What follows belongs to an exercise in optimizing a design on an open flow for small area, a short achievable clock period and few clock cycles; a production flow would make more cautious choices. Where RTL was checked, it was by simulation tests only, not by an equivalence proof against the original. Power is estimated from default activity; no workload was simulated.

## run 1
Design packed_12bit_sample_file_decoder, start of the top module:
module packed_12bit_sample_file_decoder
(
  input  logic               clk_i,
  input  logic               rst_ni,
  input  logic               byte_valid_i,
  output logic               byte_ready_o,
  input  logic [7:0]         byte_data_i,
  input  logic               byte_last_i,
  output logic               res_valid_o,
  input  logic               res_ready_i,
  output logic [1:0]         res_kind_o,
  output logic signed [15:0] res_sample_o,
  output logic [15:0]        res_rate_hz_o,
  output logic [1:0]         res_rate_source_o,
  output logic               res_looped_o,
  output logic [16:0]        res_attack_len_o,
  output logic [16:0]        res_repeat_len_o,
  output logic [1:0]         res_error_code_o,
  output logic               res_end_of_run_o
);
Size in the first run: ~89 I/O pins, about 0.0056 sq mm of cells after synthesis.
clock: 8.5 ns
lec_check: 0
cap_margin: 20
core_margin: 2
core_utilization: 40
slew_margin: 20
standard.sh (not shown) runs the stock make flow with config.mk's settings and CLKGATE_MAP_FILE= SYNTH_SCRIPT=/design/flow/synth_recipe.tcl, a recipe that flattens the netlist after the stock synthesis.
==> flow/flow/run.sh <==
#!/bin/bash
# The standard layout (standard.sh) with these make settings: SETUP_SLACK_MARGIN=5.7 "BUFFER_PORTS_ARGS=-buffer_cell sky130_fd_sc_hd__buf_1"
# The make output goes to make_finish.log; each ORFS step logs under orfs/logs/.
set -euo pipefail
bash standard.sh SETUP_SLACK_MARGIN=5.7 "BUFFER_PORTS_ARGS=-buffer_cell sky130_fd_sc_hd__buf_1" finish > make_finish.log 2>&1
Run 1 completed; timing, DRC and antenna clean
Testbench counts of run 1, summed over its fixed seeds: cycles 40,452.
#### Input delta (run 2 over run 1)
- CAP_MARGIN: 20 -> 0
- SLEW_MARGIN: 20 -> 0
==> flow/flow/run.sh <==
#!/bin/bash
# The standard layout (standard.sh) with these make settings: SETUP_SLACK_MARGIN=5.5 "BUFFER_PORTS_ARGS=-buffer_cell sky130_fd_sc_hd__buf_1" "CTS_ARGS=-sink_clustering_enable -repair_clock_nets -sink_clustering_size 50 -sink_clustering_max_diameter 300 -dont_use_dummy_load"
# The make output goes to make_finish.log; each ORFS step logs under orfs/logs/.
set -euo pipefail
bash standard.sh SETUP_SLACK_MARGIN=5.5 "BUFFER_PORTS_ARGS=-buffer_cell sky130_fd_sc_hd__buf_1" "CTS_ARGS=-sink_clustering_enable -repair_clock_nets -sink_clustering_size 50 -sink_clustering_max_diameter 300 -dont_use_dummy_load" finish > make_finish.log 2>&1
- Comparing run 1 with run 2, the source-to-sink clock delay at the later pin of the worst-skew pair came out essentially unchanged.
- Run 2 has final worst-path setup slack below what run 1 had.
- Compared with run 1, in run 2 final area lost 280 sq um, worst hold slack across all endpoints saw an increase, number of synthesized flops with an enable pin closely matched the old numbers.
- Relative to run 1, the met3 layer wire length in the routed design measured on run 2 has decreased by more than 10%.
- Run 2 vs run 1 — internal cell power dropped by a little under 10%
The following lists how run 3 was set up differently from run 2:
- swapping 0 for 20 in SLEW_MARGIN
- swapping 0 for 20 in CAP_MARGIN
- putting TNS_END_PERCENT at 0 where nothing was set
## What came out
Looking at run 3 and run 2, the number of vias after detailed routing is a wash. Run 3 against run 2: wire length reported by the detailed router saw little to no change, total power saw a decrease, combinational power saw a decrease, combinational fraction of design power saw a decrease.
What run 4 does differently from run 3 at the input level:
- TNS_END_PERCENT no longer set, was 0
==> flow/flow/run.sh <==
#!/bin/bash
# The standard layout (standard.sh) with these make settings: SETUP_SLACK_MARGIN=5.8 "BUFFER_PORTS_ARGS=-buffer_cell sky130_fd_sc_hd__buf_1"
# The make output goes to make_finish.log; each ORFS step logs under orfs/logs/.
set -euo pipefail
bash standard.sh SETUP_SLACK_MARGIN=5.8 "BUFFER_PORTS_ARGS=-buffer_cell sky130_fd_sc_hd__buf_1" finish > make_finish.log 2>&1
Findings:
[compare] base=run 3 new=run 4: layout clock buffer count saw an increase; total number of vias increased 0.67%.
Compared with run 3, run 4 shows a lower met3 global-route usage.
[compare] base=run 3 new=run 4: power dissipated in sequential cells now smaller, via count of the first global-routing pass now larger.
What run 5 does differently from run 4 at the input level:
==> flow/flow/run.sh <==
#!/bin/bash
# The standard layout (standard.sh) with these make settings: SETUP_SLACK_MARGIN=5.7 "BUFFER_PORTS_ARGS=-buffer_cell sky130_fd_sc_hd__buf_1" "CTS_BUF_LIST=sky130_fd_sc_hd__clkbuf_8" CTS_CLUSTER_SIZE=30
# The make output goes to make_finish.log; each ORFS step logs under orfs/logs/.
set -euo pipefail
bash standard.sh SETUP_SLACK_MARGIN=5.7 "BUFFER_PORTS_ARGS=-buffer_cell sky130_fd_sc_hd__buf_1" "CTS_BUF_LIST=sky130_fd_sc_hd__clkbuf_8" CTS_CLUSTER_SIZE=30 finish > make_finish.log 2>&1
Run 5 finished end to end and its layout was clean on timing, DRC and antenna.
Via count: higher on run 5
Count of inverters not on the clock network in the layout: run 4 vs run 5 identical
Number of multi-input logic gates came out exactly the same in run 5 and run 4.
On clock skew, run 5 and run 4 are basically level.
Run 5 gives more insertion delay of the later-clocked pin in the worst-skew pair than run 4 did.


job 9299:
Another version of the RTL of packed_12bit_sample_file_decoder (not shown whole).
Size in the first run: roughly 590 cells after synthesis, ~100 flip-flops.
Settings: LEC_CHECK=0, CAP_MARGIN=20, CORE_MARGIN=2, CORE_UTILIZATION=40, SLEW_MARGIN=20; clock period 8.5 ns.
==> flow/flow/run.sh <==
#!/bin/bash
# The standard layout (standard.sh) with these make settings: SETUP_SLACK_MARGIN=6.0 "BUFFER_PORTS_ARGS=-buffer_cell sky130_fd_sc_hd__buf_1"
# The make output goes to make_finish.log; each ORFS step logs under orfs/logs/.
set -euo pipefail
bash standard.sh SETUP_SLACK_MARGIN=6.0 "BUFFER_PORTS_ARGS=-buffer_cell sky130_fd_sc_hd__buf_1" finish > make_finish.log 2>&1
Edits applied to the flow inputs when going from job 9299 to job 9472:
==> flow/flow/run.sh <==
#!/bin/bash
# The standard layout (standard.sh) with these make settings: SETUP_SLACK_MARGIN=5.5 "BUFFER_PORTS_ARGS=-buffer_cell sky130_fd_sc_hd__buf_1"
# The make output goes to make_finish.log; each ORFS step logs under orfs/logs/.
set -euo pipefail
bash standard.sh SETUP_SLACK_MARGIN=5.5 "BUFFER_PORTS_ARGS=-buffer_cell sky130_fd_sc_hd__buf_1" finish > make_finish.log 2>&1
[summary]
Job 9472 ends up with a filler cell count that is 2.8% higher than in job 9299. | setup slack | job 9472 vs job 9299 | 29 ps lower |. Compared with job 9299, in job 9472 power shows a reduction of 9.5%; met3 global-route usage shows a reduction of 0.60 points; share of post-route cells with drive strength above 1 shows a reduction of 19 points; max-slew violation count shows no meaningful change. Going from job 9299 to job 9472, the part of the power in combinational logic was found to have gone down by 7.2 points. Looking at DRC marker count from the first detailed-route iteration across job 9472 and job 9299, the one that comes out higher is job 9472. Run comparison: job 9472 category of the critical setup timing path input port to flop; job 9299 category of the critical setup timing path flop to output pin. Looking at aggregate global-route resource usage, job 9472 sits 1.0 points below job 9299. Compared to job 9299, job 9472 has share of the final layout cell area in sequential cells 4.1 points higher.
Function was not checked in any run of this note: the RTL went through the layout flow alone.

==> port drivers added, routing unchanged <==
In the flow no input, the clock included, has a driving cell. The finished layouts below were timed again as built, in two steps.
Step 1 sets driving cells, clkbuf_16 on the clock port and buf_2 on the other inputs (assumed; they add their load-dependent delay and slew).
Step 2, shift: input delay + t, output delay - t, t = (earliest + latest rising clock arrival at the registers) / 2. This alone moves slack from input paths to output paths.
a / b / c = ideal ports / drivers / drivers and shift; a / b = the first two.
run | t, ns | slack for setup (ns) | worst setup path after step 2 | latest minus earliest clock arrival (ns) | pins driven straight from the clock port
run 1 | 0.389 | 5.622 / 5.582 / 5.370 | input to register | 0.008 / 0.008 | 1
run 2 | 0.381 | 5.569 / 5.530 / 5.268 | input to register | 0.028 / 0.028 | 1
run 3 | 0.380 | 5.470 / 5.432 / 5.191 | input to register | 0.026 / 0.025 | 1
run 4 | 0.383 | 5.603 / 5.562 / 5.441 | input to register | 0.014 / 0.015 | 1
run 5 | 0.424 | 5.576 / 5.540 / 5.334 | input to register | 0.015 / 0.014 | 1
job 9299 | 0.390 | 5.585 / 5.542 / 5.493 | input to register | 0.008 / 0.007 | 1
job 9472 | 0.391 | 5.556 / 5.526 / 5.170 | input to register | 0.014 / 0.014 | 1
After both steps every run listed still meets setup and hold. The setup slack of job 9472, which loses most, moves by -0.030 ns with the drivers and by -0.386 ns with both steps.
